This is an optimization exercise on Yosys and OpenROAD, whose aim is small area, a short achievable clock period and few clock cycles per item, not a production implementation.
Where RTL was checked, it was by simulation tests only, not by an equivalence proof against the original.
No activity file was given, so power comes from the tool's default toggle rates.

// source_line_tokenizer_core
module source_line_tokenizer_core (
    input  logic        i_clk,
    input  logic        i_rst_n,
    input  logic        i_in_valid,
    output logic        o_in_ready,
    input  logic [8:0]  i_in_data,
    output logic        o_out_valid,
    input  logic        i_out_ready,
    output logic [44:0] o_out_data
);
Size: ~810 cells after synthesis, roughly 89 flip-flops, roughly 5600 um^2 of cells after synthesis.
clock: 7.5 ns
lec_check: 0
abc_area: 1
cap_margin: 20
core_margin: 2
core_utilization: 40
place_density: 0.6
setup_slack_margin: 4
slew_margin: 20
run.sh (not shown) runs the stock make flow with config.mk's settings and CLKGATE_MAP_FILE= SYNTH_SCRIPT=/design/flow/synth_recipe.tcl, a recipe that flattens the netlist after the stock synthesis.
Testbench counts at the start, summed over its fixed seeds: cycles 36,513, items 32,063.
==> next run, changes <==
--- a/flow/config.mk
+++ b/flow/config.mk
@@ -6,9 +6,7 @@
 export NUM_CORES = 4
 export LEC_CHECK = 0
-export ABC_AREA = 1
 export CAP_MARGIN = 20
 export CORE_MARGIN = 2
 export CORE_UTILIZATION = 40
 export PLACE_DENSITY = 0.6
-export SETUP_SLACK_MARGIN = 4
 export SLEW_MARGIN = 20
Result: Utilization fell by 0.35 points. Design area fell by 0.34%. Total power fell by 24%. Clock-buffer cell count does not change. First-iteration DRC count hardly moves. Clock skew rose by 3.5 ps. Combinational power fell by about 70%. Sequential share of layout area rose by 0.11 points.
==> next run, changes <==
--- a/flow/config.mk
+++ b/flow/config.mk
@@ -6,7 +6,9 @@
 export NUM_CORES = 4
 export LEC_CHECK = 0
+export ABC_CLOCK_PERIOD_IN_PS = 3000
 export CAP_MARGIN = 20
 export CORE_MARGIN = 2
 export CORE_UTILIZATION = 40
 export PLACE_DENSITY = 0.6
+export SETUP_SLACK_MARGIN = 4
 export SLEW_MARGIN = 20
Synthesized area is unchanged.
Total power increases slightly.
Setup slack is better by 580 ps.
Clock power hardly moves.
==> next run, changes <==
--- a/flow/config.mk
+++ b/flow/config.mk
@@ -6,9 +6,9 @@
 export NUM_CORES = 4
 export LEC_CHECK = 0
-export ABC_CLOCK_PERIOD_IN_PS = 3000
+export ABC_AREA = 1
 export CAP_MARGIN = 20
 export CORE_MARGIN = 2
 export CORE_UTILIZATION = 40
 export PLACE_DENSITY = 0.6
-export SETUP_SLACK_MARGIN = 4
+export SETUP_SLACK_MARGIN = 5
 export SLEW_MARGIN = 20
Sequential share of layout area drops by 2.1 points.
Synthesized area went down slightly.
Register-to-register slack is better by 950 ps.
Wire length increases by a little under a tenth.
Power rose by a quarter to a third.
Die area decreases slightly.
Setup slack gains 440 ps.
Via count goes up by a few percent.
Core utilization came out higher by 4.2 points.
==> next run, changes <==
--- a/flow/config.mk
+++ b/flow/config.mk
@@ -6,5 +6,5 @@
 export NUM_CORES = 4
 export LEC_CHECK = 0
-export ABC_AREA = 1
+export ABC_CLOCK_PERIOD_IN_PS = 2500
 export CAP_MARGIN = 20
 export CORE_MARGIN = 2
Result: The changed run produced a clean layout; wire length rose by 9.8%; clock skew drops by 7.7 ps; fmax drops by 0.45%; design area grows by 8.9%; hold slack gets better by 3.2 ps; worst setup slack loses 13 ps; sequential power went down by 11%; cell count came out lower by 12%; first-iteration DRC count grows by 31%.

run 1:
Another version of the RTL of source_line_tokenizer_core (not shown whole).
Size: ~640 cells after synthesis, about 99 flip-flops, roughly 60 I/O pins, about 6000 µm² of cells after synthesis.
clock: 7.5 ns
lec_check: 0
cap_margin: 20
core_margin: 2
core_utilization: 60
place_density: 0.72
setup_slack_margin: 5
slew_margin: 20
tns_end_percent: 5
standard.sh (not shown) runs the stock make flow with config.mk's settings and CLKGATE_MAP_FILE= SYNTH_SCRIPT=/design/flow/synth_recipe.tcl, a recipe that flattens the netlist after the stock synthesis.
==> flow/flow/run.sh <==
#!/bin/bash
# Standard layout with plain buffers on the ports. Each step's full log
# stays in orfs/logs/; make's output goes to standard.log.
set -euo pipefail
bash standard.sh "BUFFER_PORTS_ARGS=-buffer_cell sky130_fd_sc_hd__buf_2" finish > standard.log 2>&1
Testbench counts of run 1, summed over its fixed seeds: cycles 36,164, items 32,063.
Inputs modified between run 1 and run 2:
Settings: TNS_END_PERCENT now 0, was 5; ABC_AREA now 1, previously not set.
### Flow results
- Run 1 completed every stage of the flow, and the final layout passed the timing, design-rule and antenna checks.
- Run 2 went all the way through the flow, and no timing, DRC or antenna check failed.
- Changes observed in run 2 relative to run 1: sequential group share of total power decreased by 9.6 points relative to the old numbers, minimum setup slack in the final design increased by 0.31 ns relative to the old numbers, worst ir drop on vdd increased by about 22% relative to the old numbers, utilization of the core after routing decreased by 8.2 points relative to the old numbers.
- [compare] base=run 1 new=run 2: final non-filler cell area lower; portion of the layout cell area used by non-clock buffers now smaller.
Changes in run 3 relative to run 2:
Settings: TNS_END_PERCENT: 0 -> unset; PLACE_DENSITY: 0.72 -> 0.7; CORE_UTILIZATION: 60 -> 55.
## What came out
A launching element of the worst setup path of r_h[2]$_DFFE_PP_ is what run 2 shows, while r_line[14]$_SDFFE_PN0P_ belongs to run 3. On reported sequential group power, run 2 and run 3 are neck and neck. Looking at die boundary width, run 3 sits about 4.3% above run 2. From run 3 to run 2, number of nets with antenna violations after routing did not move at all. Relative to run 2, post-detailed-route via-to-cell ratio has decreased by 2.1% in run 3. [run 3 vs run 2] power: higher in run 3. Of the two values seen for critical path class, reg -> out was produced by run 3 and reg -> reg by run 2. Sort run 2 and run 3 by final cycle utilization of the critical path asc -> top: run 3. Sort run 2 and run 3 by wire length the detailed router placed on met1, descending, and run 3 comes first. Looking at peak per-stage delay on the critical path, run 3 sits below run 2. Run 3 vs. run 2: area of all placed cells without fillers now larger; area of the core region now larger.
[inputs] run 4 vs run 3
-- flow/flow/run.sh --
<<< run 3, line 5
bash standard.sh "BUFFER_PORTS_ARGS=-buffer_cell sky130_fd_sc_hd__buf_2" finish > standard.log 2>&1
>>> run 4, line 5
bash standard.sh SETUP_SLACK_MARGIN=5.2 "BUFFER_PORTS_ARGS=-buffer_cell sky130_fd_sc_hd__buf_2" finish > standard.log 2>&1
Results
- Delta (run 4 minus run 3): combinational fraction of design power has increased, routing usage on met1 has increased, core utilization has increased.
- Comparing run 3 and run 4, part of the cycle the worst path needs is higher on run 4.
- As far as number of remaining DRC errors goes, run 4 and run 3 are indistinguishable; the numbers are identical.
- Run 4 against run 3; total routed wire length on the met1 layer is up by a few percent.
- Per the comparison of run 4 with run 3, post-route worst setup slack lost 0.018 ns; power density of the placed cells now smaller.

Another version of the RTL of source_line_tokenizer_core (not shown whole).
Size: roughly 710 cells after synthesis, about 98 flip-flops, roughly 60 I/O pins.
Design source_line_tokenizer_core, start of the top module:
module source_line_tokenizer_core (
    input  logic        i_clk,
    input  logic        i_rst_n,
    input  logic        i_in_valid,
    output logic        o_in_ready,
    input  logic [8:0]  i_in_data,
    output logic        o_out_valid,
    input  logic        i_out_ready,
    output logic [44:0] o_out_data
);
    localparam logic [1:0] K_LEXEME = 2'd0;
    localparam logic [1:0] K_DONE   = 2'd1;
    localparam logic [1:0] K_ERROR  = 2'd2;
    localparam logic [3:0] TT_IDENT  = 4'd0;
    localparam logic [3:0] TT_INT    = 4'd1;
    localparam logic [3:0] TT_FLOAT  = 4'd2;
    localparam logic [3:0] TT_STRING = 4'd3;
    localparam logic [3:0] TT_OP     = 4'd4;
    localparam logic [3:0] TT_LBRACE = 4'd5;
    localparam logic [3:0] TT_RBRACE = 4'd6;
    localparam logic [3:0] TT_LPAREN = 4'd7;
    localparam logic [3:0] TT_RPAREN = 4'd8;
    localparam logic [3:0] TT_SEMI   = 4'd9;
    localparam logic [1:0] E_BAD_NUMBER = 2'd0;
    localparam logic [1:0] E_BAD_ESCAPE = 2'd1;
    localparam logic [1:0] E_UNCLOSED   = 2'd2;
    localparam logic [1:0] E_UNEXPECTED = 2'd3;
    localparam logic [3:0] M_IDLE    = 4'd0;
    localparam logic [3:0] M_IDENT   = 4'd1;
    localparam logic [3:0] M_NUMBER  = 4'd2;
    localparam logic [3:0] M_NEG     = 4'd3;
    localparam logic [3:0] M_DBL     = 4'd4;
  ...
==> flow/config.mk <==
export PLATFORM = sky130hd
export DESIGN_NAME = source_line_tokenizer_core
export DESIGN_NICKNAME = source_line_tokenizer_core
export VERILOG_FILES = /design/flow/design.v
export SDC_FILE = /design/flow/constraint.sdc
export NUM_CORES = 4
export LEC_CHECK = 0
export ABC_AREA = 1
export CAP_MARGIN = 20
export CORE_MARGIN = 2
export CORE_UTILIZATION = 60
export GPL_TIMING_DRIVEN = 0
export PLACE_DENSITY = 0.72
export SETUP_SLACK_MARGIN = 5
export SLEW_MARGIN = 20
export TNS_END_PERCENT = 5
==> flow/constraint.sdc <==
create_clock -name core_clock -period 7.5 [get_ports {i_clk}]
set_input_delay 1.5000 -clock core_clock [delete_from_list [all_inputs] [get_ports {i_clk}]]
set_output_delay 1.5000 -clock core_clock [all_outputs]
set_load 0.01 [all_outputs]
==> flow/flow/run.sh <==
#!/bin/bash
# Standard layout with plain buffers on the ports. Each step's full log
# stays in orfs/logs/; make's output goes to standard.log.
set -euo pipefail
bash standard.sh "BUFFER_PORTS_ARGS=-buffer_cell sky130_fd_sc_hd__buf_2" finish > standard.log 2>&1
The baseline produced a clean layout.
Testbench counts at the start, summed over its fixed seeds: cycles 36,118, items 32,063.
Edit:
Settings changed: CORE_UTILIZATION 60 to 70, GPL_TIMING_DRIVEN 0 to unset, PLACE_DENSITY 0.72 to 0.8.
After rerunning: Synthesized cell count stays the same. Critical path depth went up by 11. Sequential power barely changes. Routed wire length came out higher by 5.3%. Power rose by 6.0%.
Edit:
==> flow/run.sh (new file) <==
#!/bin/bash
# synth_recipe.tcl (not shown) runs the flow's synth.tcl, then flattens the netlist and writes it again
# the make line also repeats each setting of config.mk as NAME=value (left out here)
make -C /OpenROAD-flow-scripts/flow DESIGN_CONFIG=/design/flow/config.mk WORK_HOME=/design/flow/orfs CLKGATE_MAP_FILE= SYNTH_SCRIPT=/design/flow/synth_recipe.tcl finish
Settings changed: CORE_UTILIZATION 70 to 60, GPL_TIMING_DRIVEN set to 0, PLACE_DENSITY 0.8 to 0.72.
removed: flow/flow/run.sh
removed: flow/standard.sh
The new run finished clean.
Via count decreases by a few percent.
Count of clock-buffer cells in the layout does not change.
Worst setup slack improves by 0.023 ns.
Synthesized cell count does not change.
Die area increases by about a fifth.
Final area increases by a few percent.
Edit:
==> flow/flow/run.sh (new file) <==
#!/bin/bash
# Standard layout with plain buffers on the ports. Each step's full log
# stays in orfs/logs/; make's output goes to standard.log.
set -euo pipefail
bash standard.sh "BUFFER_PORTS_ARGS=-buffer_cell sky130_fd_sc_hd__buf_2" finish > standard.log 2>&1
==> flow/standard.sh (new file) <==
#!/bin/bash
# synth_recipe.tcl (not shown) runs the flow's synth.tcl, then flattens the netlist and writes it again
# the make line also repeats each setting of config.mk as NAME=value (left out here)
make -C /OpenROAD-flow-scripts/flow DESIGN_CONFIG=/design/flow/config.mk WORK_HOME=/design/flow/orfs CLKGATE_MAP_FILE= SYNTH_SCRIPT=/design/flow/synth_recipe.tcl "${@:-finish}"
Settings changed: CTS_CLUSTER_DIAMETER set to 60, CTS_CLUSTER_SIZE set to 25.
removed: flow/run.sh
=> Maximum frequency is higher by 2.7%. Non-clock buffer count shrinks by 9. Global-route usage is lower by 1.7 points. Via count goes down by 4.3%. Worst hold slack degrades by 0.0038 ns.
Edit:
Settings changed: CTS_CLUSTER_DIAMETER 60 to unset, CTS_CLUSTER_SIZE 25 to unset, GPL_ROUTABILITY_DRIVEN set to 0.
=> Clock-buffer cell count shrinks by 1. Final area goes up by 1.4%. Worst setup slack improves by 0.0080 ns. Register-to-register slack stays flat. Non-clock buffer count grows by 11.
Edit:
Settings changed: CORE_UTILIZATION 60 to 55, GPL_ROUTABILITY_DRIVEN 0 to unset, GPL_TIMING_DRIVEN 0 to unset, PLACE_DENSITY 0.72 to 0.7.
The new run finished with timing, DRC and antenna clean.
Sequential cell count is unchanged.
Non-clock buffer count decreases by 13.
Power came out higher by 1.4%.
Design area decreases by 0.57%.
Synthesized area does not change.
Via count drops by about 3%.
Core utilization came out lower by 7.3 points.
Wire length rises by 3.6%.

Another version of the RTL of source_line_tokenizer_core (not shown whole).
Size in the first run: roughly 99 flip-flops.
Settings: LEC_CHECK=0, ABC_AREA=1, CAP_MARGIN=20, CORE_MARGIN=2, CORE_UTILIZATION=65, PLACE_DENSITY=0.75, SETUP_SLACK_MARGIN=5, SLEW_MARGIN=20; clock period 7.5 ns.
==> flow/flow/run.sh <==
#!/bin/bash
# Standard layout with plain buffers on the ports and sizing free to change
# cell footprints. Each step's full log stays in orfs/logs/; make's output
# goes to standard.log.
set -euo pipefail
bash standard.sh "BUFFER_PORTS_ARGS=-buffer_cell sky130_fd_sc_hd__buf_2" MATCH_CELL_FOOTPRINT=0 finish > standard.log 2>&1
Testbench counts at the start, summed over its fixed seeds: cycles 36,513, items 32,063.
Then changed:
==> flow/run.sh (new file) <==
#!/bin/bash
# synth_recipe.tcl (not shown) runs the flow's synth.tcl, then flattens the netlist and writes it again
# the make line also repeats each setting of config.mk as NAME=value (left out here)
make -C /OpenROAD-flow-scripts/flow DESIGN_CONFIG=/design/flow/config.mk WORK_HOME=/design/flow/orfs CLKGATE_MAP_FILE= SYNTH_SCRIPT=/design/flow/synth_recipe.tcl finish
- CORE_UTILIZATION: 65 -> 40
- PLACE_DENSITY: 0.75 -> 0.6
removed: flow/flow/run.sh
removed: flow/standard.sh
The changed run finished with timing, DRC and antenna clean.
Setup slack is better by 0.12 ns.
Design area rises by about 6.4%.
Die area came out higher by 60%.
Final cell count rose by about 7%.
Clock power rises by 31%.
Count of clock-buffer cells in the layout came out higher by 3.
Flip-flop and latch count stays the same.
Power goes up by about 5.3%.
Sequential share of layout area is lower by 1.9 points.
Then changed:
- CORE_UTILIZATION: 40 -> 65
- PLACE_DENSITY: 0.6 -> 0.75
After rerunning:
- combinational power increases slightly
- area after synthesis does not change
- power decreases by a few percent
- worst setup slack got worse by 0.022 ns
- design area decreases by a few percent
- maximum frequency decreases slightly
- critical path depth increases by 10
- global-route usage increases by 13 points
Then changed:
- CORE_UTILIZATION: 65 -> 50
- PLACE_DENSITY: 0.75 -> 0.7
Effect:
- power grows by about 7%
- hold slack barely changes
- critical path depth is lower by 1
- worst setup slack loses 0.035 ns
- via count shrinks by about 4.6%
- die area rose by 29%
- cell area goes up by about 5.4%
- fmax fell by 1.4%
- core utilization went down by 16 points
Then changed:
==> flow/flow/run.sh (new file) <==
#!/bin/bash
# Standard layout with plain buffers on the ports. Each step's full log
# stays in orfs/logs/; make's output goes to standard.log.
set -euo pipefail
bash standard.sh SETUP_SLACK_MARGIN=5.4 "BUFFER_PORTS_ARGS=-buffer_cell sky130_fd_sc_hd__buf_2" finish > standard.log 2>&1
==> flow/standard.sh (new file) <==
#!/bin/bash
# synth_recipe.tcl (not shown) runs the flow's synth.tcl, then flattens the netlist and writes it again
# the make line also repeats each setting of config.mk as NAME=value (left out here)
make -C /OpenROAD-flow-scripts/flow DESIGN_CONFIG=/design/flow/config.mk WORK_HOME=/design/flow/orfs CLKGATE_MAP_FILE= SYNTH_SCRIPT=/design/flow/synth_recipe.tcl "${@:-finish}"
- CORE_UTILIZATION: 50 -> 65
- PLACE_DENSITY: 0.7 -> 0.75
removed: flow/run.sh
The new run ended with an error in global routing.
Synthesized cell count is unchanged.
Synthesized area does not change.

The RTL this note starts from:
==> flow/design.v <==
`timescale 1ns / 1ps
module source_line_tokenizer_core (
    input  logic        i_clk,
    input  logic        i_rst_n,
    input  logic        i_in_valid,
    output logic        o_in_ready,
    input  logic [8:0]  i_in_data,
    output logic        o_out_valid,
    input  logic        i_out_ready,
    output logic [44:0] o_out_data
);
    localparam logic [1:0] K_LEXEME = 2'd0;
    localparam logic [1:0] K_DONE   = 2'd1;
    localparam logic [1:0] K_ERROR  = 2'd2;
    localparam logic [3:0] TT_IDENT  = 4'd0;
    localparam logic [3:0] TT_INT    = 4'd1;
    localparam logic [3:0] TT_FLOAT  = 4'd2;
    localparam logic [3:0] TT_STRING = 4'd3;
    localparam logic [3:0] TT_OP     = 4'd4;
    localparam logic [3:0] TT_LBRACE = 4'd5;
    localparam logic [3:0] TT_RBRACE = 4'd6;
    localparam logic [3:0] TT_LPAREN = 4'd7;
    localparam logic [3:0] TT_RPAREN = 4'd8;
    localparam logic [3:0] TT_SEMI   = 4'd9;
    localparam logic [1:0] E_BAD_NUMBER = 2'd0;
    localparam logic [1:0] E_BAD_ESCAPE = 2'd1;
    localparam logic [1:0] E_UNCLOSED   = 2'd2;
    localparam logic [1:0] E_UNEXPECTED = 2'd3;
    localparam logic [3:0] M_IDLE    = 4'd0;
    localparam logic [3:0] M_IDENT   = 4'd1;
    localparam logic [3:0] M_NUMBER  = 4'd2;
    localparam logic [3:0] M_NEG     = 4'd3;
    localparam logic [3:0] M_DBL     = 4'd4;
    localparam logic [3:0] M_STRING  = 4'd5;
    localparam logic [3:0] M_ESCAPE  = 4'd6;
    localparam logic [3:0] M_COMMENT = 4'd7;
    localparam logic [3:0] M_ERROR   = 4'd8;
    localparam logic [3:0] M_CLOSEOP = 4'd9;    
    logic [8:0]  r_h, r_s;
    logic        r_hv, r_sv;
    logic [3:0]  r_mode, n_mode;
    logic [15:0] r_line;
    logic [11:0] r_col, r_tstart;
    logic        r_pline;      
    logic [1:0]  r_dots, n_dots;
    logic        r_lastdot, n_lastdot;
    logic        r_ov;
    logic [1:0]  r_kind;
    logic [3:0]  r_type;
    logic [7:0]  r_byte;
    logic [1:0]  r_err;
    logic        r_last;
    logic [11:0] r_ocol;
    logic [7:0]  c;
    logic        act;
    logic        is_space, is_letter, is_digit, close_consume;
    logic        go, take, consume, rv, csel, ts_load, nl;
    logic [1:0]  kind, err;
    logic [3:0]  ty;
    logic [7:0]  byt;
    assign c   = r_h[7:0];
    assign act = r_h[8];
    assign is_space  = (c == 8'd32) || (c == 8'd9) || (c == 8'd12) || (c == 8'd11) || (c == 8'd13);
    assign is_letter = (c >= 8'h61 && c <= 8'h7A) || (c >= 8'h41 && c <= 8'h5A) || (c == 8'h5F);
    assign is_digit  = (c >= 8'h30) && (c <= 8'h39);
    assign close_consume = is_space || (c == 8'h23) || (c == 8'h22);
    assign o_in_ready  = !r_sv;
    assign take        = i_in_valid && !r_sv;
    assign o_out_valid = r_ov;
    assign o_out_data  = {r_kind, r_type, r_byte, r_line, r_ocol, r_err, r_last};
    assign go = r_hv && ((r_mode == M_ERROR) || !r_ov || i_out_ready);
    always_comb begin
        n_mode    = r_mode;
        n_dots    = r_dots;
        n_lastdot = r_lastdot;
        rv        = 1'b0;
        kind      = K_LEXEME;
        ty        = TT_IDENT;
        byt       = 8'd0;
        err       = 2'd0;
        csel      = 1'b0;
        consume   = 1'b1;
        ts_load   = 1'b0;
        nl        = 1'b0;
        if (act) begin
            nl = 1'b1;
            n_mode = M_IDLE;
            csel = 1'b1;
            case (r_mode)
                M_IDENT: begin
                    rv = 1'b1; kind = K_DONE; ty = TT_IDENT;
                end
                M_NUMBER: begin
                    rv = 1'b1;
                    if (r_lastdot || r_dots == 2'd2) begin
                        kind = K_ERROR; err = E_BAD_NUMBER; n_mode = M_ERROR; nl = 1'b0;
                    end else begin
                        kind = K_DONE; ty = (r_dots == 2'd1) ? TT_FLOAT : TT_INT;
                    end
                end
                M_NEG, M_DBL, M_CLOSEOP: begin
                    rv = 1'b1; kind = K_DONE; ty = TT_OP;
                end
                M_STRING, M_ESCAPE: begin
                    rv = 1'b1; kind = K_ERROR; err = E_UNCLOSED; n_mode = M_ERROR; nl = 1'b0;
                end
                M_ERROR: begin
                    n_mode = M_ERROR; nl = 1'b0;
                end
                default: begin
                end
            endcase
        end else begin
            case (r_mode)
                M_IDENT, M_NUMBER, M_NEG, M_DBL: begin
                    if (r_mode == M_IDENT && (is_letter || is_digit)) begin
                        rv = 1'b1; ty = TT_IDENT; byt = c;
                    end else if ((r_mode == M_NUMBER || r_mode == M_NEG) && is_digit) begin
                        rv = 1'b1; ty = TT_INT; byt = c;
                        n_mode = M_NUMBER;
                        n_lastdot = 1'b0;
                        if (r_mode == M_NEG) n_dots = 2'd0;
                    end else if (r_mode == M_NUMBER && c == 8'h2E) begin
                        rv = 1'b1; ty = TT_INT; byt = c;
                        if (r_dots != 2'd2) n_dots = r_dots + 2'd1;
                        n_lastdot = 1'b1;
                    end else if (r_mode == M_DBL && c == 8'h3D) begin
                        rv = 1'b1; ty = TT_OP; byt = c;
                        n_mode = M_CLOSEOP; consume = 1'b0;
                    end else begin
                        rv = 1'b1; csel = 1'b1; kind = K_DONE;
                        n_mode = (c == 8'h23) ? M_COMMENT : (c == 8'h22) ? M_STRING : M_IDLE;
                        ts_load = (c == 8'h22);
                        consume = close_consume;
                        if (r_mode == M_IDENT) begin
                            ty = TT_IDENT;
                        end else if (r_mode == M_NUMBER) begin
                            if (r_lastdot || r_dots == 2'd2) begin
                                kind = K_ERROR; err = E_BAD_NUMBER; n_mode = M_ERROR;
                                consume = 1'b1;
                            end else begin
                                ty = (r_dots == 2'd1) ? TT_FLOAT : TT_INT;
                            end
                        end else begin
                            ty = TT_OP;
                        end
                    end
                end
                M_CLOSEOP: begin
                    rv = 1'b1; csel = 1'b1; kind = K_DONE; ty = TT_OP; n_mode = M_IDLE;
                end
                M_STRING: begin
                    if (c == 8'h22) begin
                        rv = 1'b1; csel = 1'b1; kind = K_DONE; ty = TT_STRING; n_mode = M_IDLE;
                    end else if (c == 8'h5C) begin
                        n_mode = M_ESCAPE;
                    end else begin
                        rv = 1'b1; ty = TT_STRING; byt = c;
                    end
                end
                M_ESCAPE: begin
                    rv = 1'b1; ty = TT_STRING; n_mode = M_STRING;
                    case (c)
                        8'h74:   byt = 8'd9;
                        8'h72:   byt = 8'd13;
                        8'h6E:   byt = 8'd10;
                        8'h22:   byt = 8'h22;
                        8'h30:   byt = 8'h00;
                        default: begin
                            kind = K_ERROR; ty = TT_IDENT; err = E_BAD_ESCAPE; n_mode = M_ERROR;
                        end
                    endcase
                end
                M_COMMENT, M_ERROR: begin
                end
                default: begin
                    ts_load = 1'b1;
                    byt = c;
                    if (is_space) begin
                    end else if (c == 8'h23) begin
                        n_mode = M_COMMENT;
                    end else if (c == 8'h7B) begin
                        rv = 1'b1; kind = K_DONE; ty = TT_LBRACE; byt = 8'd0;
                    end else if (c == 8'h7D) begin
                        rv = 1'b1; kind = K_DONE; ty = TT_RBRACE; byt = 8'd0;
                    end else if (c == 8'h28) begin
                        rv = 1'b1; kind = K_DONE; ty = TT_LPAREN; byt = 8'd0;
                    end else if (c == 8'h29) begin
                        rv = 1'b1; kind = K_DONE; ty = TT_RPAREN; byt = 8'd0;
                    end else if (c == 8'h3B) begin
                        rv = 1'b1; kind = K_DONE; ty = TT_SEMI; byt = 8'd0;
                    end else if (is_letter) begin
                        rv = 1'b1; ty = TT_IDENT; n_mode = M_IDENT;
                    end else if (is_digit) begin
                        rv = 1'b1; ty = TT_INT; n_mode = M_NUMBER;
                        n_dots = 2'd0; n_lastdot = 1'b0;
                    end else if (c == 8'h2D) begin
                        rv = 1'b1; ty = TT_OP; n_mode = M_NEG;
                    end else if (c == 8'h22) begin
                        n_mode = M_STRING;
                    end else if (c == 8'h3D || c == 8'h21) begin
                        rv = 1'b1; ty = TT_OP; n_mode = M_DBL;
                    end else if (c == 8'h2B || c == 8'h2A || c == 8'h2F) begin
                        rv = 1'b1; ty = TT_OP; n_mode = M_CLOSEOP; consume = 1'b0;
                    end else begin
                        rv = 1'b1; kind = K_ERROR; err = E_UNEXPECTED; byt = 8'd0;
                        n_mode = M_ERROR;
                    end
                end
            endcase
        end
    end
    always_ff @(posedge i_clk) begin
        if (!i_rst_n) begin
            r_hv      <= 1'b0;
            r_sv      <= 1'b0;
            r_mode    <= M_IDLE;
            r_line    <= 16'd1;
            r_col     <= 12'd1;
            r_pline   <= 1'b0;
            r_ov      <= 1'b0;
        end else begin
            if (go && consume) begin
                r_hv <= r_sv || take;
                r_sv <= r_sv && take;
            end else if (take) begin
                r_hv <= 1'b1;
                r_sv <= r_hv;
            end
            if (go && r_mode != M_ERROR) begin
                r_mode  <= n_mode;
                r_pline <= consume && act && nl;
                if (r_pline && r_line != 16'hFFFF) r_line <= r_line + 16'd1;
                if (consume) begin
                    if (act) r_col <= 12'd1;
                    else if (r_col != 12'hFFF) r_col <= r_col + 12'd1;
                end
            end
            if (go && r_mode != M_ERROR) begin
                r_ov <= rv;
            end else if (i_out_ready) begin
                r_ov <= 1'b0;
            end
        end
    end
    always_ff @(posedge i_clk) begin
        if (go && consume) begin
            if (r_sv) begin
                r_h <= r_s;
                if (take) r_s <= i_in_data;
            end else if (take) begin
                r_h <= i_in_data;
            end
        end else if (take) begin
            if (r_hv) r_s <= i_in_data;
            else      r_h <= i_in_data;
        end
    end
    always_ff @(posedge i_clk) begin
        if (go && r_mode != M_ERROR) begin
            r_dots    <= n_dots;
            r_lastdot <= n_lastdot;
            if (ts_load) r_tstart <= r_col;
        end
    end
    always_ff @(posedge i_clk) begin
        if (!r_ov || i_out_ready) begin
            r_kind <= kind;
            r_type <= ty;
            r_byte <= byt;
            r_err  <= err;
            r_last <= consume;
            r_ocol <= csel ? r_tstart : r_col;
        end
    end
endmodule
export LEC_CHECK = 0
export CAP_MARGIN = 20
export CORE_MARGIN = 2
export CORE_UTILIZATION = 50
export PLACE_DENSITY = 0.7
export SETUP_SLACK_MARGIN = 5
export SLEW_MARGIN = 20
create_clock -name core_clock -period 7.5 [get_ports {i_clk}]
==> flow/flow/run.sh <==
#!/bin/bash
set -euo pipefail
bash standard.sh SETUP_SLACK_MARGIN=5.25 finish > standard.log 2>&1
The starting point completed with no timing, DRC or antenna violations.
Change:
==> flow/run.sh (new file) <==
#!/bin/bash
# synth_recipe.tcl (not shown) runs the flow's synth.tcl, then flattens the netlist and writes it again
# the make line also repeats each setting of config.mk as NAME=value (left out here)
make -C /OpenROAD-flow-scripts/flow DESIGN_CONFIG=/design/flow/config.mk WORK_HOME=/design/flow/orfs CLKGATE_MAP_FILE= SYNTH_SCRIPT=/design/flow/synth_recipe.tcl finish
removed: flow/flow/run.sh
removed: flow/standard.sh
The new run completed without violations. Clock skew came out higher by 0.0074 ns. Wire length falls by 9.0%. Global-route usage is lower by 1.8 points. Via count shrinks by 5.0%. Maximum frequency increases by 1.9%. Cell area falls by 6.8%. First-iteration DRC count falls by 18%. Non-clock buffer count went down by 39. Setup slack improved by 0.050 ns. Total power climbs by 0.64%.
No run of this note included a check of the RTL's function; only the layout flow was run.

## re-timing with driven ports
How much do the figures lean on ideal ports? The routed layouts below were timed once more, with nothing changed but the port constraints.
Step 1 (the two cells are an assumption about what drives the block):
set clk [get_ports {i_clk}]
set_driving_cell -lib_cell sky130_fd_sc_hd__clkbuf_16 $clk
set_driving_cell -lib_cell sky130_fd_sc_hd__buf_2 [delete_from_list [all_inputs] $clk]
Step 2 also shifts input and output timing later by t, the mid clock arrival at the registers, as if the neighbouring blocks saw the same clock.
Three values: ideal ports, drivers, drivers and shift; two values: the first two.
run | shift t [ns] | slack for setup (ns) | worst setup path at the end
the first run of note 1 | 0.392 | 4.166 / 4.122 / 3.795 | input to register
the second run of note 1 | 0.384 | 3.541 / 3.547 / 3.163 | input to register
the third run of note 1 | 0.383 | 4.126 / 4.132 / 3.749 | input to register
the fourth run of note 1 | 0.380 | 4.565 / 4.526 / 4.644 | input to register
the fifth run of note 1 | 0.395 | 4.552 / 4.506 / 4.475 | input to register
run 1 | 0.413 | 4.685 / 4.685 / 4.331 | input to register
run 2 | 0.408 | 4.994 / 4.977 / 4.634 | input to register
run 3 | 0.415 | 5.033 / 4.996 / 4.686 | input to register
run 4 | 0.407 | 5.015 / 4.979 / 4.780 | input to register
the first run of note 3 | 0.390 | 5.016 / 4.981 / 4.659 | input to register
the second run of note 3 | 0.400 | 4.927 / 4.927 / 4.543 | input to register
the third run of note 3 | 0.412 | 4.950 / 4.914 / 4.569 | input to register
the fourth run of note 3 | 0.390 | 5.016 / 4.981 / 4.659 | input to register
the fifth run of note 3 | 0.392 | 5.024 / 4.989 / 4.702 | input to register
the sixth run of note 3 | 0.409 | 4.980 / 4.946 / 4.649 | input to register
the first run of note 4 | 0.406 | 4.903 / 4.903 / 4.554 | input to register
the second run of note 4 | 0.391 | 5.026 / 4.986 / 4.665 | input to register
the third run of note 4 | 0.409 | 5.004 / 4.983 / 4.580 | input to register
the fourth run of note 4 | 0.393 | 4.969 / 4.958 / 4.566 | input to register
the first run of note 5 | 0.410 | 4.765 / 4.765 / 4.487 | input to register
the second run of note 5 | 0.406 | 4.815 / 4.815 / 4.475 | input to register
After both steps setup and hold are still met in every run listed. The setup slack of the third run of note 4, which loses most, moves by -0.021 ns with the drivers and by -0.424 ns with both steps.
